Background: an optimization exercise with open tools, aiming at small area, a short achievable clock period and few clock cycles per item. Do not read the settings as production practice. Where RTL was checked, it was by simulation tests only, not by an equivalence proof against the original. No functional check of the RTL was part of run 5. Power figures rest on the tool's default switching activity, not on a simulated workload.

[design/flow/config.mk]
export PLATFORM = sky130hd
export DESIGN_NAME = toroidal_life_grid_engine_core
export DESIGN_NICKNAME = toroidal_life_grid_engine_core
export VERILOG_FILES = /design/flow/design.v
export SDC_FILE = /design/flow/constraint.sdc
export NUM_CORES = 4
export LEC_CHECK = 0
export CAP_MARGIN = 20
export CORE_MARGIN = 2
export CORE_UTILIZATION = 40
export GPL_ROUTABILITY_DRIVEN = 0
export PLACE_DENSITY = 0.7
export SETUP_SLACK_MARGIN = 2.1
export SLEW_MARGIN = 20
export SYNTH_HIERARCHICAL = 1
export SYNTH_MINIMUM_KEEP_SIZE = 0
[design/flow/constraint.sdc]
create_clock -name core_clock -period 5.0 [get_ports {i_clk}]
set_input_delay 1.0000 -clock core_clock [delete_from_list [all_inputs] [get_ports {i_clk}]]
set_output_delay 1.0000 -clock core_clock [all_outputs]
set_load 0.01 [all_outputs]
[design/flow/design.v]
package tlg_pkg;
    localparam int GRID_DIM = 16;
    localparam int ROW_W    = $clog2(GRID_DIM);
    localparam int BIRTH_COUNT   = 3;
    localparam int SURVIVE_COUNT = 2;
    localparam int STEP_LAST = GRID_DIM + 2;
    localparam int CLR_LAST  = GRID_DIM - 1;
    localparam int CNT_W     = $clog2(STEP_LAST + 1);
    typedef logic [GRID_DIM-1:0] t_row_word;
    typedef logic [ROW_W-1:0]    t_row_addr;
    typedef logic [CNT_W-1:0]    t_cnt;
    typedef logic [3:0]          t_nbr_cnt;
    typedef enum logic [2:0] {
        REQ_READ   = 3'd0,
        REQ_WRITE  = 3'd1,
        REQ_TOGGLE = 3'd2,
        REQ_STEP   = 3'd3,
        REQ_CLEAR  = 3'd4
    } t_req_type;
    typedef enum logic [2:0] {
        ST_INIT,
        ST_IDLE,
        ST_CELL_RD,
        ST_CELL_WR,
        ST_STEP,
        ST_CLEAR,
        ST_DONE
    } t_state;
    typedef struct packed {
        logic      we;
        t_row_addr waddr;
        t_row_word wdata;
        logic      re;
        t_row_addr raddr;
    } t_ram_req;
endpackage
module tlg_row_ram (
    input  logic              i_clk,
    input  tlg_pkg::t_ram_req i_req,
    output tlg_pkg::t_row_word o_rdata
);
    tlg_pkg::t_row_word r_mem [0:tlg_pkg::GRID_DIM-1];
    tlg_pkg::t_row_word r_rdata;
    always_ff @(posedge i_clk) begin
        if (i_req.we) begin
            r_mem[i_req.waddr] <= i_req.wdata;
        end
    end
    always_ff @(posedge i_clk) begin
        if (i_req.re) begin
            r_rdata <= r_mem[i_req.raddr];
        end
    end
    assign o_rdata = r_rdata;
endmodule
module tlg_fa (
    input  logic i_a,
    input  logic i_b,
    input  logic i_c,
    output logic o_s,
    output logic o_k
);
    assign o_s = i_a ^ i_b ^ i_c;
    assign o_k = (i_a & i_b) | (i_a & i_c) | (i_b & i_c);
endmodule
module tlg_row_rule (
    input  tlg_pkg::t_row_word i_above,
    input  tlg_pkg::t_row_word i_center,
    input  tlg_pkg::t_row_word i_below,
    input  logic               i_step,
    input  tlg_pkg::t_row_word i_other,
    output tlg_pkg::t_row_word o_next
);
    localparam int N = tlg_pkg::GRID_DIM;
    tlg_pkg::t_row_word s, k;
    for (genvar c = 0; c < N; c++) begin : g_v
        tlg_fa u_v (.i_a(i_above[c]), .i_b(i_center[c]), .i_c(i_below[c]), .o_s(s[c]), .o_k(k[c]));
    end
    for (genvar c = 0; c < N; c++) begin : g_col
        localparam int L = (c + N - 1) % N;
        localparam int R = (c + 1) % N;
        logic x0, x1, y0, y1, u;
        tlg_fa u_x (.i_a(s[L]), .i_b(s[c]), .i_c(s[R]), .o_s(x0), .o_k(x1));
        tlg_fa u_y (.i_a(k[L]), .i_b(k[c]), .i_c(k[R]), .o_s(y0), .o_k(y1));
        assign u = x1 ^ y0;
        assign o_next[c] = !i_step ? i_other[c]
                         : x0 ? (u && !y1) : (i_center[c] && !u && (x1 ^ y1));
    end
endmodule
module toroidal_life_grid_engine_core (
    input  logic       i_clk,
    input  logic       i_rst_n,
    input  logic       s_axis_tvalid,
    output logic       s_axis_tready,
    input  logic [15:0] s_axis_tdata,   
    input  logic [2:0] s_axis_tuser,    
    output logic       m_axis_tvalid,
    input  logic       m_axis_tready,
    output logic [7:0] m_axis_tdata     
);
    localparam int N = tlg_pkg::GRID_DIM;
    localparam int H = N / 2;
    localparam int QD = 3;               
    tlg_pkg::t_row_word r_live  [0:N-1];
    tlg_pkg::t_row_word r_prior [0:N-1];
    logic         x_valid;     
    logic         x_cell;      
    logic         x_step;      
    logic         x_tog;
    logic         x_wr;        
    logic         x_val;       
    logic         x_pclr;      
    logic [3:0]   x_col;
    logic [N-1:0] x_rrow;      
    logic         x_wt;        
    logic         x_all;       
    logic [N-1:0] x_rsel;      
    logic [N-1:0] x_csel;      
    logic         r_step2;     
    logic         r_pclr;      
    logic [2:0]   r_cnt;       
    logic [2:0]   r_owed;      
    logic         r_ready;
    logic         r_ovalid;
    logic [1:0]   r_q [0:QD-1];
    logic         accept, deliver;
    logic [2:0]   code;
    assign accept  = s_axis_tvalid && r_ready;
    assign deliver = r_ovalid && m_axis_tready;
    assign code    = s_axis_tuser;
    always_ff @(posedge i_clk) begin
        x_col <= s_axis_tdata[3:0];
        x_tog <= i_rst_n && (code == tlg_pkg::REQ_TOGGLE);
        x_wt  <= accept && ((code == tlg_pkg::REQ_WRITE) || (code == tlg_pkg::REQ_TOGGLE));
        x_all <= !i_rst_n || (accept && (code == tlg_pkg::REQ_CLEAR));
        x_wr  <= !i_rst_n || (code == tlg_pkg::REQ_WRITE) || (code == tlg_pkg::REQ_CLEAR);
        x_val <= i_rst_n && (code == tlg_pkg::REQ_WRITE) && s_axis_tdata[8];
        for (int i = 0; i < N; i++) begin
            x_rrow[i] <= (s_axis_tdata[7:4] == 4'(i));
        end
        if (!i_rst_n) begin
            x_valid <= 1'b0;
            x_cell  <= 1'b0;
            x_step  <= 1'b0;
            x_pclr  <= 1'b1;
            r_step2 <= 1'b0;
            r_pclr  <= 1'b0;
        end else begin
            x_valid <= accept;
            x_cell  <= accept && ((code == tlg_pkg::REQ_READ) || (code == tlg_pkg::REQ_WRITE)
                                  || (code == tlg_pkg::REQ_TOGGLE));
            x_step  <= accept && (code == tlg_pkg::REQ_STEP);
            x_pclr  <= accept && (code == tlg_pkg::REQ_CLEAR);
            r_step2 <= x_step;
            r_pclr  <= x_pclr;
        end
    end
    tlg_pkg::t_row_word live_row, prior_row, new_row, wr_row;
    always_comb begin
        live_row  = '0;
        prior_row = '0;
        for (int r = 0; r < N; r++) begin
            live_row  = live_row  | ({N{x_rrow[r]}} & r_live[r]);
            prior_row = prior_row | ({N{x_rrow[r]}} & r_prior[r]);
        end
    end
    assign new_row  = x_tog ? ~live_row : (x_wr ? {N{x_val}} : live_row);
    for (genvar i = 0; i < N; i++) begin : g_sel
        assign x_rsel[i] = x_all || (x_wt && x_rrow[i]);
        assign x_csel[i] = x_all || (x_col == 4'(i));
    end
    assign wr_row   = (x_csel & new_row) | (~x_csel & live_row);
    tlg_pkg::t_row_word above0, below7;
    assign above0 = r_step2 ? r_prior[H-1] : r_live[N-1];
    assign below7 = r_step2 ? r_prior[0]   : r_live[H];
    tlg_pkg::t_row_word half_next [0:H-1];    
    logic stepping;
    assign stepping = x_step || r_step2;
    for (genvar j = 0; j < H; j++) begin : g_rule
        tlg_row_rule u_rule (
            .i_above  ((j == 0)     ? above0 : r_live[j - 1]),
            .i_center (r_live[j]),
            .i_below  ((j == H - 1) ? below7 : r_live[j + 1]),
            .i_step   (stepping),
            .i_other  (wr_row),
            .o_next   (half_next[j])
        );
    end
    always_ff @(posedge i_clk) begin
        for (int r = 0; r < N; r++) begin
            if (r < H) begin
                if (stepping) begin
                    r_live[r] <= r_live[r + H];
                end else if (x_rsel[r]) begin
                    r_live[r] <= wr_row;
                end
            end else if (stepping || x_rsel[r]) begin
                r_live[r] <= half_next[r - H];
            end
            if (((r < H) ? x_step : r_step2) || r_pclr) begin
                r_prior[r] <= r_live[r % H];
            end
        end
    end
    logic [1:0] res;
    assign res = {x_cell && !r_pclr && prior_row[x_col], x_cell && wr_row[x_col]};
    logic [2:0] cnt_next, owed_next;
    always_comb begin
        cnt_next = r_cnt;
        if (x_valid && !deliver) cnt_next = r_cnt + 3'd1;
        if (!x_valid && deliver) cnt_next = r_cnt - 3'd1;
        owed_next = r_owed;
        if (accept && !deliver) owed_next = r_owed + 3'd1;
        if (!accept && deliver) owed_next = r_owed - 3'd1;
    end
    always_ff @(posedge i_clk) begin
        if (!i_rst_n) begin
            r_cnt    <= '0;
            r_owed   <= '0;
            r_ovalid <= 1'b0;
            r_ready  <= 1'b1;
        end else begin
            r_cnt    <= cnt_next;
            r_owed   <= owed_next;
            r_ovalid <= (cnt_next != 3'd0);
            r_ready  <= (owed_next < 3'(QD)) && !(accept && (code == tlg_pkg::REQ_STEP));
        end
    end
    always_ff @(posedge i_clk) begin
        for (int i = 0; i < QD; i++) begin
            if (x_valid && (3'(i) == r_cnt - 3'(deliver))) begin
                r_q[i] <= res;
            end else if (deliver && i < QD - 1) begin
                r_q[i] <= r_q[i+1];
            end
        end
    end
    assign s_axis_tready = r_ready;
    assign m_axis_tvalid = r_ovalid;
    assign m_axis_tdata  = {6'b0, r_q[0]};
endmodule
[design/flow/run.sh]
#!/bin/bash
# synth_recipe.tcl (not shown) runs the flow's synth.tcl, then flattens the netlist and writes it again
# the make line also repeats each setting of config.mk as NAME=value (left out here)
make -C /OpenROAD-flow-scripts/flow DESIGN_CONFIG=/design/flow/config.mk WORK_HOME=/design/flow/orfs CLKGATE_MAP_FILE= SYNTH_SCRIPT=/design/flow/synth_recipe.tcl finish
==> results.json, run 1 <==
{
  "vias": 28625,
  "fp.dieW_um": 307,
  "status": "timing/DRC/antenna clean",
  "reg2reg_depth": 8,
  "ir_drop_mv": 0.340,
  "period_needed_ns": 3.08,
  "crit_chain": "buf_12, buf_4, mux2_2, fa_2, fa_1, nand3b_1, a311o_1, a31oi_1",
  "hp-class": "reg -> reg",
  "crit_type": "reg -> reg",
  "clk_latency_ns": 0.64,
  "drt-initial-drc-count": 4557,
  "num_antenna_cells": 0,
  "cts_tree": "yes",
  "r2r_slack_ns": 1.92,
  "p_leak_nw": 14.0,
  "fill_cells": 7908,
  "antenna_found_initial": 2,
  "hold_path_end": "r_pclr",
  "cp_max_fo": 16,
  "cts_made_buffers": 61,
  "grt_max_degree": 160,
  "drt-total-wl_um": 128000,
  "grt_pass1_vias": 27805,
  "ys.flop_type": "edfxtp_1",
  "yosys.area_share.xor_xnor": 0.00191,
  "cts.path.max_buffers": 3,
  "drive_gt1_frac": 0.164,
  "drt-pass1-iter-count": 8,
  "die_area_sq_mm": 0.0944,
  "fin_setup_tns_ns": 0,
  "fmax_mhz": 324,
  "critical_path.startpoint_type": "flop",
  "nets": 3430,
  "synth_edf_count": 518,
  "placed_cells": 4031,
  "die_h_um": 307,
  "synthMuxAreaShare": 0.0144,
  "relSlewSlack": 0.348,
  "port_buffers": 19,
  "start_util": 0.402,
  "cts_hold_buf": 0,
  "synth_compound_area_frac": 0.174,
  "r2r_start": "r_step2",
  "tightestPinTransition_ns": 0.978,
  "wl_per_cell_um": 30.0,
  "std_cell_rows": 111,
  "post-route-period-util": 0.617,
  "numClockSinks": 557,
  "worstPathRequired_ns": 5.47,
  "whs_ns": 0.450,
  "crit_slowest_cell": "fa_2",
  "grt_overflow": 0,
  "hold_path_depth": 1,
  "rr_endpoint": "r_live[15][8]",
  "synth_cell_types": 62,
  "cts_max_level": 2,
  "syn_avg_cell_area_sq_um": 12.8,
  "drcViolationCount": 0,
  "io_pins": 33,
  "post-place-ws_ns": 1.22,
  "dpl.hpwl_um": 89800,
  "via_per_inst": 6.73,
  "grt_setup_unrepaired": "true",
  "coreArea_sq_mm": 0.0914,
  "synth-seq-cells": 557,
  "clk_pin_slew_worst_paths_ns": 0.06,
  "worstHoldStart": "x_pclr",
  "fin_ws_ns": 1.92,
  "timing.critical_path.buf_inv": 2,
  "stdcell_count": 4255,
  "synthSimpleGateAreaFrac": 0.136,
  "synth_adder_area_share": 0.211,
  "synthCells": 2867,
  "netlist_area_sq_mm": 0.0368,
  "cts_root_buf": "clkbuf_16",
  "hold_viol_final": 0,
  "synth_top_family_by_area": "adder cells",
  "clock_skew_ns": 0.0322,
  "slowest_delay_ns": 0.64,
  "crit_cells": 8,
  "seq_area_frac_synth": 0.444,
  "yosysWarnings": 14,
  "cap_viol_max_count": 0,
  "grt_pass1_wl_um": 185000,
  "crit_path_end_kind": "flop",
  "grt.total_usage": 0.268,
  "arrival_ns": 3.56,
  "setup_viol": 0,
  "fin_util": 0.466,
  "drv_slew": 0,
  "async_flop_share": 0,
  "areaGrowthSynthToFinish_pct": 15.7,
  "critPathTopFamily": "adder cells",
  "ant_nets": 0,
  "powerDensity_mw_per_mm2": 633
}
modules after synthesis (local to each module, per instance):
module / flip-flops and latches / copies in the design / cell area (sq um) / cells inside
toroidal_life_grid_engine_core: 557 / 1 / 22400 / 1435
tlg_fa: 0 / 384 / 20.0 / 1
tlg_row_rule: 0 / 8 / 832 / 131
cells in the mapped netlist (11+ instances only):
master / instances / area (sq um)
a222oi_1: 16 / 160
nand3_1: 19 / 95.1
a22o_1: 71 / 622
a311o_1: 128 / 1280
dfxtp_1: 39 / 781
nand4_1: 20 / 125
a22oi_1: 86 / 646
nand3b_1: 129 / 968
a221oi_1: 64 / 561
buf_2: 45 / 225
nand2_1: 188 / 706
o21ai_0: 11 / 55.1
a31oi_1: 128 / 801
a2111oi_0: 15 / 131
nor4b_1: 128 / 1120
nand2b_1: 137 / 857
o21a_1: 123 / 923
nor2_1: 177 / 664
clkbuf_1: 76 / 285
nor3_1: 14 / 70.1
or2_2: 13 / 81.3
fa_1: 384 / 7690
edfxtp_1: 518 / 15600
mux2_2: 35 / 394
a21oi_1: 162 / 811
inv_1: 15 / 56.3
report_power, final:
part,internal (mW),switching [mW]
clock,2.61,1.98
combinational,7.11,8.25
sequential,6.07,0.918
cell type report:
cell class | count | area (sq um) | area share
Multi-Input combinational cell | 2166 | 20500 | 0.481
Timing Repair Buffer | 215 | 2110 | 0.0495
Clock inverter | 37 | 314 | 0.00738
Inverter | 16 | 71.3 | 0.00168
Sequential cell | 557 | 16400 | 0.386
Tap cell | 1186 | 1480 | 0.0349
Clock buffer | 78 | 1700 | 0.0400
flip-flops by register name, indices dropped and copies added (netlist names), 3 cells and up:
| signal | flops |
|---|---|
| r_cnt | 3 |
| r_live | 256 |
| r_owed | 3 |
| r_prior | 256 |
| r_q | 6 |
| x_col | 4 |
| x_rrow | 16 |
how the worst max path moves through the flow:
stage | slack, ns | startpoint | to
2_1_floorplan | 2.11 | r_step2 | r_live[8][0]
3_3_place_gp | 1.21 | x_col[1] | r_q[0][1]
3_5_place_dp | 1.22 | x_col[1] | r_q[0][1]
4_1_cts | 1.93 | r_step2 | r_live[8][13]
5_1_grt | 1.88 | r_step2 | r_live[8][13]
6_report | 1.92 | r_step2 | r_live[15][8]
cell usage in the layout, fill, tap and decap left out, types with 14 or more instances in the layout:
| master | count |
|---|---|
| a21oi_1 | 162 |
| nor2_1 | 172 |
| clkdlybuf4s50_1 | 19 |
| nand2_1 | 184 |
| a22oi_1 | 86 |
| buf_4 | 152 |
| inv_1 | 14 |
| nand3_1 | 19 |
| a221oi_1 | 47 |
| a22o_1 | 71 |
| mux2_2 | 34 |
| a222oi_1 | 16 |
| dfxtp_1 | 20 |
| nor4b_1 | 128 |
| nand4_1 | 20 |
| a31oi_1 | 128 |
| nand2b_1 | 136 |
| fa_1 | 324 |
| nand3b_1 | 129 |
| clkbuf_16 | 63 |
| nor3_1 | 14 |
| a311o_1 | 128 |
| edfxtp_1 | 518 |
| buf_12 | 29 |
| fa_2 | 60 |
| a221oi_2 | 23 |
| dfxtp_4 | 18 |
| o21a_1 | 123 |
cells by family after synthesis:
logic type,count (synthesis)
simple gates,868
buf+inv,149
xor+xnor,8
other cells,1
flops,557
mux,48
compound gates,846
fa+ha+maj,390
through the flow:
| step | instance area (sq um) | total power, mW |
|---|---|---|
| finish | 42500 | 26.9 |
| global route | 42500 | 28.6 |
| CTS | 41700 | 26.3 |
| detailed placement | 38700 | 21.4 |
| global placement | 38700 | 20.7 |
| floorplan | 36800 | 17.9 |
timing repair:
item                                    in CTS  in global routing
pin swaps                                   19                 38
buffers inserted                            68                 41
endpoints found under the setup margin     368                103
gates resized for setup                    114                102
cloned                                       0                  0
layer usage:
metal | wire length [um] | track usage | vias to the layer above
li1 | - | - | 11643
met1 | 45300 | 0.356 | 14348
met2 | 55400 | 0.401 | 2162
met3 | 17900 | 0.0650 | 468
met4 | 9110 | 0.154 | 4
met5 | 30 | 0 | -
Testbench counts, summed over its fixed seeds: cycles 5,843, items 4,800.
==> run 2, diff against run 1 <==
--- a/design/flow/config.mk
+++ b/design/flow/config.mk
@@ -7,9 +7,8 @@
 export LEC_CHECK = 0
-export CAP_MARGIN = 20
+export CAP_MARGIN = 5
 export CORE_MARGIN = 2
 export CORE_UTILIZATION = 40
-export GPL_ROUTABILITY_DRIVEN = 0
-export PLACE_DENSITY = 0.7
-export SETUP_SLACK_MARGIN = 2.1
-export SLEW_MARGIN = 20
+export PLACE_DENSITY = 0.88
+export SETUP_SLACK_MARGIN = 2.0
+export SLEW_MARGIN = 5
 export SYNTH_HIERARCHICAL = 1
==> results.json, run 2 <==
{
  "drcViolationCount": 0,
  "synth_top_area_cell": "edfxtp_1",
  "drv_slew": 0,
  "coreArea_sq_mm": 0.0914,
  "final_area_sq_mm": 0.0413,
  "crit_path_end_kind": "flop",
  "syn_avg_cell_area_sq_um": 12.8,
  "start_util": 0.402,
  "drt-pass1-iter-count": 9,
  "async_flop_share": 0,
  "clk_pin_slew_worst_paths_ns": 0.07,
  "r2r_slack_ns": 1.89,
  "grt_setup_unrepaired": "true",
  "layout_commonest_cell": "edfxtp_1",
  "synthCells": 2867,
  "cp_max_fo": 17,
  "relSlewSlack": 0.330,
  "cts_hold_buf": 0,
  "worstPathRequired_ns": 5.48,
  "grt_max_degree": 117,
  "powerDensity_mw_per_mm2": 657,
  "hp-class": "reg -> reg",
  "cts_root_buf": "clkbuf_16",
  "critical_path.startpoint_type": "flop",
  "ir_drop_mv": 0.341,
  "drive_gt1_frac": 0.124,
  "ys_top_cells_by_count": "edfxtp_1, fa_1, nand2_1",
  "drt-initial-drc-count": 5458,
  "std_cell_rows": 111,
  "areaGrowthSynthToFinish_pct": 12.4,
  "synth_edf_count": 518,
  "synth.area.top_cells": "edfxtp_1, fa_1, a311o_1",
  "wl_per_cell_um": 30.1,
  "via_per_inst": 7.10,
  "dpl.hpwl_um": 85100,
  "cts_max_level": 2,
  "netlist_area_sq_mm": 0.0368,
  "cap_viol_max_count": 0,
  "place_congestion": 1.00,
  "yosysWarnings": 14,
  "yosysMostFrequentCell": "edfxtp_1",
  "clock_skew_ns": 0.0212,
  "numClockSinks": 557,
  "dpl_cell_area_sq_mm": 0.0385,
  "arrival_ns": 3.58,
  "antenna_found_initial": 5,
  "cts_tree": "yes",
  "setup_viol": 0,
  "post-route-period-util": 0.621,
  "grt_pass1_vias": 29168,
  "cts.path.max_buffers": 3,
  "grt_overflow": 0,
  "stdcell_count": 4173,
  "fmax_mhz": 322,
  "clk_latency_ns": 0.64,
  "synth_cell_types": 62,
  "final_cell_mix": "edfxtp_1, fa_1, nand2_1",
  "placed_cells": 4017,
  "synth-seq-cells": 557,
  "ant_nets": 0,
  "fill_cells": 7597,
  "synth_top_area_share": 0.423,
  "io_pins": 33,
  "tightestPinTransition_ns": 0.998,
  "grt.total_usage": 0.259,
  "crit_type": "reg -> reg",
  "total_power_mw": 27.2,
  "fp.dieW_um": 307,
  "status": "timing/DRC/antenna clean",
  "ys.flop_type": "edfxtp_1",
  "port_buffers": 19,
  "die_h_um": 307,
  "vias": 29632,
  "nets": 3352,
  "drt-total-wl_um": 126000,
  "fin_setup_tns_ns": 0,
  "period_needed_ns": 3.11,
  "p_leak_nw": 13.5,
  "seq_area_frac_synth": 0.444,
  "grt_pass1_wl_um": 183000,
  "hold_viol_final": 0,
  "largestRegisters": "r_live x256, r_prior x256, x_rrow x16",
  "die_area_sq_mm": 0.0944,
  "cts_made_buffers": 57
}
## run 2: cell counts after synthesis
No cell type changed its count.
## run 2: Yosys stat by module, one instance, submodules excluded
| module | area, sq um | flip-flops and latches |
|---|---|---|
| tlg_fa | 20.0 | 0 |
| toroidal_life_grid_engine_core | 22400 | 557 |
| tlg_row_rule | 832 | 0 |
## run 2: path summary, 6_finish.rpt
kind                               from            to  cells past startpoint
worst min-delay path             x_pclr        r_pclr                      1
worst max register to register  r_step2  r_live[8][5]                      7
worst min register to register   x_pclr        r_pclr                      1
worst max-delay path            r_step2  r_live[8][5]                      7
## run 2: metrics by stage
| stage | hold slack [ns] | setup WS, ns | utilization |
|---|---|---|---|
| detailed placement | 0.430 | 1.28 | 0.421 |
| finish | 0.469 | 1.89 | 0.452 |
| floorplan | 0.412 | 2.02 | - |
| global route | 0.499 | 1.84 | 0.452 |
| global placement | 0.425 | 1.37 | 0.421 |
| CTS | 0.468 | 1.99 | 0.447 |
## run 2: area by class of cell
| class | count | area (sq um) | share of cell area |
|---|---|---|---|
| Clock buffer | 67 | 1530 | 0.0369 |
| Timing Repair Buffer | 141 | 1330 | 0.0321 |
| Tap cell | 1186 | 1480 | 0.0359 |
| Multi-Input combinational cell | 2166 | 20100 | 0.486 |
| Inverter | 16 | 67.6 | 0.00164 |
| Clock inverter | 39 | 427 | 0.0103 |
| Sequential cell | 557 | 16400 | 0.397 |
| Antenna cell | 1 | 2.50 | 0.0000606 |
## run 2: cells by family (layout without fill, tap and decap cells)
kind of cell | after synthesis | after routing | synth area share
simple gates | 868 | 868 | 0.136
compound gates | 846 | 846 | 0.174
flops | 557 | 557 | 0.444
fa+ha+maj | 390 | 390 | 0.211
buf+inv | 149 | 263 | 0.0185
mux | 48 | 48 | 0.0144
xor+xnor | 8 | 8 | 0.00191
other cells | 1 | 7 | 0.000102
## run 2: per-layer routing
layer,global-route usage,vias to the layer above,wire length (um)
met5,0,-,32
met1,0.309,14159,37800
met4,0.195,6,12000
met2,0.379,3151,52800
li1,-,11489,-
met3,0.0989,827,23000
## run 2: critical path, cell delays in order (launching register included)
cell,delay (ns)
dfxtp_4,0.40
buf_12,0.25
mux2_2,0.39
fa_2,0.66
fa_1,0.49
nand3b_1,0.22
a311o_1,0.35
a31oi_1,0.16
## run 2: report_power, final
group	internal (mW)	switching, mW	leakage, nW
combinational	6.99	8.57	7.08
sequential	6.07	0.959	5.46
clock	2.60	1.97	0.955
## run 2: what timing repair did
| action | 4_1_cts | 5_1_grt |
|---|---|---|
| buffers inserted | 15 | 34 |
| gates resized for setup | 72 | 44 |
| setup endpoints to repair | 289 | 52 |
| pin swaps | 10 | 18 |
| cloned | 0 | 0 |
==> run 3, diff against run 2 <==
--- a/design/flow/config.mk
+++ b/design/flow/config.mk
@@ -10,3 +10,3 @@
 export CORE_UTILIZATION = 40
-export PLACE_DENSITY = 0.88
+export PLACE_DENSITY = 0.8
 export SETUP_SLACK_MARGIN = 2.0
==> results.json, run 3 <==
{
  "synth.area.top_cells": "edfxtp_1, fa_1, a311o_1",
  "cts_made_buffers": 59,
  "hold_path_end": "r_pclr",
  "fp.dieW_um": 307,
  "grt_max_degree": 167,
  "synth_top_area_share": 0.423,
  "r2r_slack_ns": 1.94,
  "async_flop_share": 0,
  "cap_viol_max_count": 0,
  "synthCells": 2867,
  "grt_pass1_wl_um": 181000,
  "hold_path_depth": 1,
  "arrival_ns": 3.54,
  "yosysMostFrequentCell": "edfxtp_1",
  "io_pins": 33,
  "whs_ns": 0.462,
  "cts.path.max_buffers": 3,
  "ir_drop_mv": 0.308,
  "crit_path_end_kind": "flop",
  "critical_path.startpoint_type": "flop",
  "yosysWarnings": 14,
  "setup_viol": 0,
  "netlist_area_sq_mm": 0.0368,
  "worstHoldStart": "x_pclr",
  "antenna_found_initial": 3,
  "tightestPinTransition_ns": 1.01,
  "drt-initial-drc-count": 4742,
  "period_needed_ns": 3.06,
  "reg2reg_depth": 7,
  "coreArea_sq_mm": 0.0914,
  "fin_ws_ns": 1.94,
  "grt_setup_unrepaired": "true",
  "p_leak_nw": 13.6,
  "relSlewSlack": 0.325,
  "fill_cells": 7817,
  "crit_type": "reg -> reg",
  "layout_commonest_cell": "edfxtp_1",
  "cts_tree": "yes",
  "drcViolationCount": 0,
  "total_power_mw": 26.9,
  "drt-pass1-iter-count": 7,
  "crit_chain": "buf_12, mux2_2, fa_2, fa_1, nand3b_1, a311o_1, a31oi_1",
  "via_per_inst": 6.91,
  "ant_nets": 0,
  "fmax_mhz": 327,
  "r2r_start": "r_step2",
  "largestRegisters": "r_live x256, r_prior x256, x_rrow x16",
  "start_util": 0.402,
  "std_cell_rows": 111,
  "seq_area_frac_synth": 0.444,
  "nets": 3371,
  "numClockSinks": 557,
  "cts_root_buf": "clkbuf_16",
  "post-route-period-util": 0.611,
  "clock_skew_ns": 0.0216,
  "timing.critical_path.buf_inv": 1,
  "critPathTopFamily": "adder cells",
  "post-place-ws_ns": 1.27,
  "dpl.hpwl_um": 83600,
  "synth-seq-cells": 557,
  "worstPathRequired_ns": 5.48,
  "drv_slew": 0,
  "grt_pass1_vias": 28069,
  "synth_edf_count": 518,
  "grt_overflow": 0,
  "crit_slowest_cell": "fa_2",
  "final_cell_mix": "edfxtp_1, fa_1, nand2_1",
  "drt-total-wl_um": 125000,
  "port_buffers": 19,
  "ys.flop_type": "edfxtp_1",
  "hold_viol_final": 0,
  "die_h_um": 307,
  "ys_top_cells_by_count": "edfxtp_1, fa_1, nand2_1",
  "syn_avg_cell_area_sq_um": 12.8,
  "place_congestion": 0.970,
  "fin_setup_tns_ns": 0,
  "grt.total_usage": 0.257,
  "clk_latency_ns": 0.66,
  "status": "timing/DRC/antenna clean",
  "areaGrowthSynthToFinish_pct": 13.2,
  "synth_top_area_cell": "edfxtp_1",
  "cp_max_fo": 11,
  "wl_per_cell_um": 29.7,
  "hp-class": "reg -> reg",
  "die_area_sq_mm": 0.0944,
  "slowest_delay_ns": 0.65,
  "powerDensity_mw_per_mm2": 646,
  "vias": 28999,
  "rr_endpoint": "r_live[8][1]",
  "drive_gt1_frac": 0.129,
  "synth_cell_types": 62,
  "cts_max_level": 2,
  "clk_pin_slew_worst_paths_ns": 0.06
}
-- run 3: cell counts after synthesis --
Identical to the previous run, type by type.
-- run 3: area by class of cell --
| cell class | instances | area, sq um | area share |
|---|---|---|---|
| tap | 1186 | 1480 | 0.0356 |
| clock inverter | 28 | 210 | 0.00505 |
| inverter | 16 | 67.6 | 0.00162 |
| timing repair buffer | 158 | 1590 | 0.0381 |
| multi-input combinational | 2166 | 20200 | 0.485 |
| antenna | 5 | 12.5 | 0.000301 |
| clock buffer | 83 | 1700 | 0.0409 |
| sequential | 557 | 16400 | 0.394 |
-- run 3: timing repair --
| item | CTS | global route |
|---|---|---|
| buffers inserted | 17 | 54 |
| pin swaps | 4 | 37 |
| setup endpoints to repair | 324 | 61 |
| resized for setup | 61 | 66 |
| hold buffers | 0 | 0 |
| gates cloned | 0 | 1 |
-- run 3: metal layers --
layer	global-route usage	share of wire
met1	0.322	0.33
met2	0.379	0.42
met5	0	0
met3	0.0879	0.16
met4	0.164	0.083
-- run 3: through the flow --
step / util / area [sq um] / instances
2_1_floorplan: - / 36800 / 2872
3_3_place_gp: 0.422 / 38500 / 4011
3_5_place_dp: 0.422 / 38500 / 4011
4_1_cts: 0.447 / 40900 / 4139
5_1_grt: 0.455 / 41600 / 4196
6_report: 0.456 / 41600 / 4199
-- run 3: cells by family after synthesis --
group                      Yosys count  synth area share
other                                1          0.000102
adders and majority gates          390             0.211
muxes                               48            0.0144
AOI/OAI and AO/OA                  846             0.174
DFF                                557             0.444
and+or+nand+nor                    868             0.136
buffers and inverters              149            0.0185
xor gates and xnor gates             8           0.00191
-- run 3: how the worst max path moves through the flow --
stage | startpoint | end | slack [ns] | cells past startpoint
floorplan | r_step2 | r_live[8][0] | 2.02 | 8
global placement | r_step2 | r_live[8][9] | 1.38 | 6
detailed placement | x_rrow[8] | r_q[0][0] | 1.27 | 9
CTS | x_rrow[7] | r_q[0][0] | 2.00 | 10
global route | r_step2 | r_live[15][5] | 1.90 | 7
finish | r_step2 | r_live[8][1] | 1.94 | 7
-- run 3: per-module statistics from Yosys (local to each module, per instance) --
module / cells / flops+latches / copies in the design / area, sq um
tlg_fa: 1 / 0 / 384 / 20.0
tlg_row_rule: 131 / 0 / 8 / 832
toroidal_life_grid_engine_core: 1435 / 557 / 1 / 22400
-- run 3: power by group --
| group | total [mW] | internal [mW] | switching (mW) |
|---|---|---|---|
| Clock | 4.41 | 2.47 | 1.94 |
| Sequential | 6.98 | 6.07 | 0.911 |
| Combinational | 15.5 | 7.05 | 8.46 |
| Total | 26.9 | 15.6 | 11.3 |
==> run 4, diff against run 3 <==
--- a/design/flow/config.mk
+++ b/design/flow/config.mk
@@ -11,3 +11,3 @@
 export PLACE_DENSITY = 0.8
-export SETUP_SLACK_MARGIN = 2.0
+export SETUP_SLACK_MARGIN = 1.9
 export SLEW_MARGIN = 5
==> results.json, run 4 <==
{
  "setup_viol": 0,
  "via_per_inst": 6.94,
  "clk_pin_slew_worst_paths_ns": 0.06,
  "fin_setup_tns_ns": 0,
  "vias": 29012,
  "ir_drop_mv": 0.312,
  "std_cell_rows": 111,
  "synthCells": 2867,
  "largestRegisters": "r_live x256, r_prior x256, x_rrow x16",
  "hold_viol_final": 0,
  "grt_overflow": 0,
  "drt-initial-drc-count": 4533,
  "final_cell_mix": "edfxtp_1, fa_1, nand2_1",
  "powerDensity_mw_per_mm2": 647,
  "layout_commonest_cell": "edfxtp_1",
  "hp-class": "reg -> reg",
  "routed-wl-met2_um": 53600,
  "status": "timing/DRC/antenna clean",
  "period_needed_ns": 3.16,
  "r2r_slack_ns": 1.84,
  "ant_nets": 0,
  "drt-total-wl_um": 125000,
  "synth_edf_count": 518,
  "synth_top_area_cell": "edfxtp_1",
  "fin_ws_ns": 1.84,
  "maxUsedRoutingLayer": "met5",
  "synth_top_area_share": 0.423,
  "drcViolationCount": 0,
  "wl_met1_um": 40900,
  "synth-seq-cells": 557,
  "netlist_area_sq_mm": 0.0368,
  "crit_path_end_kind": "flop",
  "ys.flop_type": "edfxtp_1",
  "syn_avg_cell_area_sq_um": 12.8,
  "post-place-ws_ns": 1.32,
  "drt-pass1-iter-count": 6,
  "grt_pass1_wl_um": 181000,
  "crit_type": "reg -> reg",
  "nets": 3361,
  "start_util": 0.402,
  "async_flop_share": 0,
  "cp_max_fo": 12,
  "fill_cells": 7803,
  "cts.path.max_buffers": 3,
  "wl_per_cell_um": 29.8,
  "cts_root_buf": "clkbuf_16",
  "dpl.hpwl_um": 87000,
  "cts_max_level": 2,
  "drive_gt1_frac": 0.118,
  "die_area_sq_mm": 0.0944,
  "fp.dieW_um": 307,
  "areaGrowthSynthToFinish_pct": 12.4,
  "cts_tree": "yes",
  "clk_latency_ns": 0.65,
  "total_power_mw": 26.7,
  "yosysMostFrequentCell": "edfxtp_1",
  "relSlewSlack": 0.355,
  "fin_util": 0.452,
  "antenna_found_initial": 1,
  "cap_viol_max_count": 0,
  "grt_max_degree": 145,
  "coreArea_sq_mm": 0.0914,
  "critical_path.startpoint_type": "flop",
  "p_leak_nw": 13.6,
  "yosysWarnings": 14,
  "fmax_mhz": 317,
  "cts_made_buffers": 59,
  "final_area_sq_mm": 0.0413,
  "synth_cell_types": 62,
  "grt_pass1_vias": 28152,
  "drv_slew": 0,
  "die_h_um": 307,
  "grt.total_usage": 0.259,
  "io_pins": 33,
  "seq_area_frac_synth": 0.444,
  "worstPathRequired_ns": 5.38,
  "dr_wl_met3_um": 19600,
  "dpl_cell_area_sq_mm": 0.0386,
  "tightestPinTransition_ns": 0.967,
  "numClockSinks": 557,
  "port_buffers": 19,
  "post-route-period-util": 0.631,
  "grt_setup_unrepaired": "true",
  "ys_top_cells_by_count": "edfxtp_1, fa_1, nand2_1",
  "synth.area.top_cells": "edfxtp_1, fa_1, a311o_1",
  "arrival_ns": 3.54,
  "clock_skew_ns": 0.0292,
  "place_congestion": 0.997
}
run 4: layout make-up:
type | count | area, sq um | area share
diodes | 1 | 2.50 | 0.0000605
multi-input cells | 2166 | 20000 | 0.484
clock inverters | 34 | 314 | 0.00760
flip-flops and latches | 557 | 16400 | 0.397
repair buffers | 148 | 1410 | 0.0341
clock buffers | 74 | 1630 | 0.0394
inverters | 16 | 67.6 | 0.00163
well taps | 1186 | 1480 | 0.0359
run 4: worst max-delay path, stage by stage (launching register included):
cell and delay (ns):
dfxtp_4 0.48, buf_8 0.23, a22o_1 0.22, a221oi_1 0.40, nand4_1 0.27, mux2i_1 0.18, o21a_2 0.22, a221oi_2 0.35
nor4_4 0.06, buf_4 0.18, mux2_1 0.29
run 4: path summary, 6_finish.rpt:
path / startpoint / endpoint / cells past startpoint
worst min register to register: x_pclr / r_pclr / 1
worst min-delay path: x_pclr / r_pclr / 1
worst max register to register: x_rrow[5] / r_q[0][0] / 10
worst max-delay path: x_rrow[5] / r_q[0][0] / 10
run 4: per-module statistics from Yosys (local to each module, per instance):
module                          cell area [sq um]  flops+latches  copies in the design
tlg_fa                                       20.0              0                   384
toroidal_life_grid_engine_core              22400            557                     1
tlg_row_rule                                  832              0                     8
run 4: through the flow:
step / instances / hold WS, ns
6_report: 4182 / 0.451
4_1_cts: 4143 / 0.455
5_1_grt: 4181 / 0.475
2_1_floorplan: 2872 / 0.412
3_5_place_dp: 4024 / 0.436
3_3_place_gp: 4024 / 0.424
run 4: per-layer routing:
layer,global-route usage,up-vias
met5,0,-
met4,0.186,2
met3,0.0793,642
met2,0.382,2685
met1,0.324,14174
li1,-,11509
run 4: repair_timing:
action	4_1_cts	5_1_grt
endpoints found under the setup margin	235	42
resized for setup	47	51
hold buffers	0	0
pin swaps	8	8
setup buffers	11	38
endpoints found under the hold margin	0	0
run 4: cell families after synthesis:
| group | count (synthesis) | share of synthesized area |
|---|---|---|
| other | 1 | 0.000102 |
| muxes | 48 | 0.0144 |
| DFF | 557 | 0.444 |
| and+or+nand+nor | 868 | 0.136 |
| xor gates and xnor gates | 8 | 0.00191 |
| AOI/OAI and AO/OA | 846 | 0.174 |
| adders and majority gates | 390 | 0.211 |
| buffers and inverters | 149 | 0.0185 |
run 4: report_power, final:
| part | internal [mW] | switching, mW | total [mW] |
|---|---|---|---|
| Sequential | 6.07 | 0.965 | 7.03 |
| Combinational | 6.89 | 8.28 | 15.2 |
| Clock | 2.56 | 1.96 | 4.52 |
==> run 5, diff against run 4 <==
--- a/design/flow/design.v
+++ b/design/flow/design.v
@@ -102,3 +102,3 @@
     localparam int H = N / 2;
-    localparam int QD = 3;               
+    localparam int QD = 4;               
     tlg_pkg::t_row_word r_live  [0:N-1];
@@ -204,4 +204,12 @@
     end
+    logic       z_valid;
     logic [1:0] res;
-    assign res = {x_cell && !r_pclr && prior_row[x_col], x_cell && wr_row[x_col]};
+    always_ff @(posedge i_clk) begin
+        res <= {x_cell && !r_pclr && prior_row[x_col], x_cell && wr_row[x_col]};
+        if (!i_rst_n) begin
+            z_valid <= 1'b0;
+        end else begin
+            z_valid <= x_valid;
+        end
+    end
     logic [2:0] cnt_next, owed_next;
@@ -209,4 +217,4 @@
         cnt_next = r_cnt;
-        if (x_valid && !deliver) cnt_next = r_cnt + 3'd1;
-        if (!x_valid && deliver) cnt_next = r_cnt - 3'd1;
+        if (z_valid && !deliver) cnt_next = r_cnt + 3'd1;
+        if (!z_valid && deliver) cnt_next = r_cnt - 3'd1;
         owed_next = r_owed;
@@ -230,3 +238,3 @@
         for (int i = 0; i < QD; i++) begin
-            if (x_valid && (3'(i) == r_cnt - 3'(deliver))) begin
+            if (z_valid && (3'(i) == r_cnt - 3'(deliver))) begin
                 r_q[i] <= res;
--- a/design/flow/config.mk
+++ b/design/flow/config.mk
@@ -7,8 +7,7 @@
 export LEC_CHECK = 0
-export CAP_MARGIN = 5
+export CAP_MARGIN = 20
 export CORE_MARGIN = 2
 export CORE_UTILIZATION = 40
-export PLACE_DENSITY = 0.8
-export SETUP_SLACK_MARGIN = 1.9
-export SLEW_MARGIN = 5
+export SETUP_SLACK_MARGIN = 2.0
+export SLEW_MARGIN = 20
 export SYNTH_HIERARCHICAL = 1
==> results.json, run 5 <==
{
  "coreArea_sq_mm": 0.0915,
  "wl_met1_um": 50100,
  "fin_setup_tns_ns": 0,
  "place_congestion": 0.967,
  "grt.total_usage": 0.282,
  "start_util": 0.403,
  "grt_max_degree": 86,
  "placed_cells": 4055,
  "relSlewSlack": 0.273,
  "std_cell_rows": 111,
  "cts_root_buf": "clkbuf_16",
  "synth_top_area_share": 0.423,
  "syn_avg_cell_area_sq_um": 12.8,
  "fmax_mhz": 317,
  "path_common_cell": "buf_12",
  "crit_slowest_cell": "fa_2",
  "cts_made_buffers": 66,
  "clock_skew_ns": 0.0278,
  "post-place-ws_ns": 1.11,
  "cts_hold_buf": 0,
  "synthCells": 2890,
  "vias": 28676,
  "hold_viol_final": 0,
  "yosysMostFrequentCell": "edfxtp_1",
  "ys.flop_type": "edfxtp_1",
  "crit_path_end_kind": "flop",
  "die_area_sq_mm": 0.0947,
  "timing.critical_path.buf_inv": 5,
  "via_per_inst": 6.80,
  "yosysWarnings": 14,
  "synth.area.top_cells": "edfxtp_1, fa_1, a311o_1",
  "numClockSinks": 562,
  "cap_viol_max_count": 0,
  "ir_drop_mv": 0.269,
  "setup_viol": 0,
  "crit_start": "r_step2",
  "powerDensity_mw_per_mm2": 623,
  "synth_cell_types": 68,
  "dr_wl_met3_um": 15600,
  "fp.dieW_um": 308,
  "areaGrowthSynthToFinish_pct": 12.7,
  "total_power_mw": 25.9,
  "crit_type": "reg -> reg",
  "critPathTopFamily": "adder cells",
  "io_pins": 33,
  "drive_gt1_frac": 0.123,
  "grt_pass1_wl_um": 195000,
  "dpl.hpwl_um": 95300,
  "die_h_um": 308,
  "worstHoldStart": "x_valid",
  "fin_ws_ns": 1.85,
  "wl_per_cell_um": 31.7,
  "status": "timing/DRC/antenna clean",
  "synth-seq-cells": 562,
  "critical_path.startpoint_type": "flop",
  "antenna_found_initial": 2,
  "maxUsedRoutingLayer": "met4",
  "p_leak_nw": 13.8,
  "port_buffers": 19,
  "period_needed_ns": 3.15,
  "arrival_ns": 3.62,
  "seq_area_frac_synth": 0.446,
  "stdcell_count": 4219,
  "hp-class": "reg -> reg",
  "synth_edf_count": 520,
  "drt-total-wl_um": 134000,
  "clk_pin_slew_worst_paths_ns": 0.06,
  "synth_top_area_cell": "edfxtp_1",
  "drt-pass1-iter-count": 6,
  "ant_nets": 0,
  "nets": 3391,
  "r2r_start": "r_step2",
  "largestRegisters": "r_live x256, r_prior x256, x_rrow x16",
  "tightestPinTransition_ns": 1.08,
  "cts_max_level": 3,
  "fill_cells": 7962,
  "grt_overflow": 0,
  "routed-wl-met2_um": 60400,
  "worstPathRequired_ns": 5.47,
  "cts_tree": "yes",
  "final_cell_mix": "edfxtp_1, fa_1, nand2_1",
  "drt-initial-drc-count": 4068,
  "async_flop_share": 0,
  "ys_top_cells_by_count": "edfxtp_1, fa_1, nand2_1",
  "drv_slew": 0,
  "cts.path.max_buffers": 3,
  "netlist_area_sq_mm": 0.0369,
  "cp_max_fo": 5,
  "grt_pass1_vias": 28752,
  "post-route-period-util": 0.630,
  "clk_latency_ns": 0.63,
  "layout_commonest_cell": "edfxtp_1",
  "drcViolationCount": 0,
  "slowest_delay_ns": 0.64,
  "grt_setup_unrepaired": "true",
  "crit_chain": "buf_6, buf_12, buf_12, mux2_4, fa_2, buf_12, fa_1, buf_4, nor4b_1, nand2_1, a31oi_1"
}
-- run 5: metrics by stage --
stage	utilization	area [sq um]	hold WS, ns
floorplan	-	36900	0.412
global placement	0.422	38600	0.421
detailed placement	0.422	38600	0.437
CTS	0.450	41200	0.449
global route	0.454	41600	0.466
finish	0.454	41600	0.445
-- run 5: cell families (layout without fill, tap and decap cells) --
logic type / Yosys count / in the layout / share of synthesized area
simple gates: 946 / 946 / 0.143
compound gates: 794 / 794 / 0.165
flops: 562 / 562 / 0.446
fa+ha+maj: 393 / 393 / 0.211
buf+inv: 137 / 272 / 0.0189
mux: 50 / 50 / 0.0150
xor+xnor: 7 / 7 / 0.00166
other cells: 1 / 9 / 0.000102
-- run 5: final timing paths --
path	end	slack, ns	depth (start not counted)
min reg2reg	z_valid	0.45	1
min	z_valid	0.45	1
max	r_live[15][13]	1.85	11
max reg2reg	r_live[15][13]	1.85	11
-- run 5: repair_timing --
action	CTS	global route
gates cloned	1	0
endpoints found under the setup margin	329	127
pin swaps	35	40
setup buffers	18	20
resized for setup	83	46
-- run 5: final cells by class --
| type | instances | area (sq um) | share of cell area |
|---|---|---|---|
| diodes | 3 | 7.51 | 0.000180 |
| clock buffers | 89 | 1810 | 0.0435 |
| clock inverters | 33 | 315 | 0.00758 |
| inverters | 21 | 86.3 | 0.00208 |
| multi-input cells | 2196 | 20100 | 0.483 |
| flip-flops and latches | 562 | 16500 | 0.397 |
| well taps | 1186 | 1480 | 0.0357 |
| repair buffers | 129 | 1280 | 0.0308 |
-- run 5: per-module statistics from Yosys (local to each module, per instance) --
module,copies in the design,area (sq um),flops+latches
tlg_row_rule,8,832,0
tlg_fa,384,20.0,0
toroidal_life_grid_engine_core,1,22600,562
-- run 5: where the power goes --
| part | internal [mW] | switching [mW] |
|---|---|---|
| Sequential | 6.04 | 0.925 |
| Combinational | 6.41 | 7.73 |
| Clock | 2.70 | 2.11 |
| Total | 15.1 | 10.8 |
-- run 5: layer usage --
metal | vias up | track usage
met4 | 0 | 0.143
li1 | 11532 | -
met5 | - | 0
met3 | 417 | 0.0665
met1 | 14695 | 0.374
met2 | 2032 | 0.434
-- run 5: worst register-to-register path: stages, from the launching register on --
cell,delay (ns)
dfxtp_4,0.36
buf_6,0.12
buf_12,0.14
buf_12,0.15
mux2_4,0.31
fa_2,0.64
buf_12,0.14
fa_1,0.42
buf_4,0.15
nor4b_1,0.28
nand2_1,0.12
a31oi_1,0.17

==> static timing again, ports no longer ideal <==
In the flow no input, the clock included, has a driving cell. The finished layouts below were timed again as built, in two steps.
Step 1, drivers: a clkbuf_16 drives i_clk and a buf_2 each remaining input, both assumed.
Step 2, shift: input delay + t, output delay - t, t = (earliest + latest rising clock arrival at the registers) / 2. This alone moves slack from input paths to output paths.
Slacks: ideal ports / drivers / drivers and shift; pairs: ideal ports / drivers.
run | shift t [ns] | setup slack, ns | clock arrival spread, ns
run 1 | 0.695 | 1.915 / 1.915 / 1.595 | 0.034 / 0.034
run 2 | 0.694 | 1.894 / 1.894 / 1.652 | 0.024 / 0.024
run 3 | 0.706 | 1.944 / 1.944 / 1.605 | 0.022 / 0.021
run 4 | 0.708 | 1.844 / 1.844 / 1.596 | 0.033 / 0.032
run 5 | 0.690 | 1.849 / 1.849 / 1.644 | 0.029 / 0.028
After both steps every run listed still meets setup and hold. For run 3, which loses most, drivers alone change the setup slack by 0.000 ns; drivers and shift together by -0.339 ns.
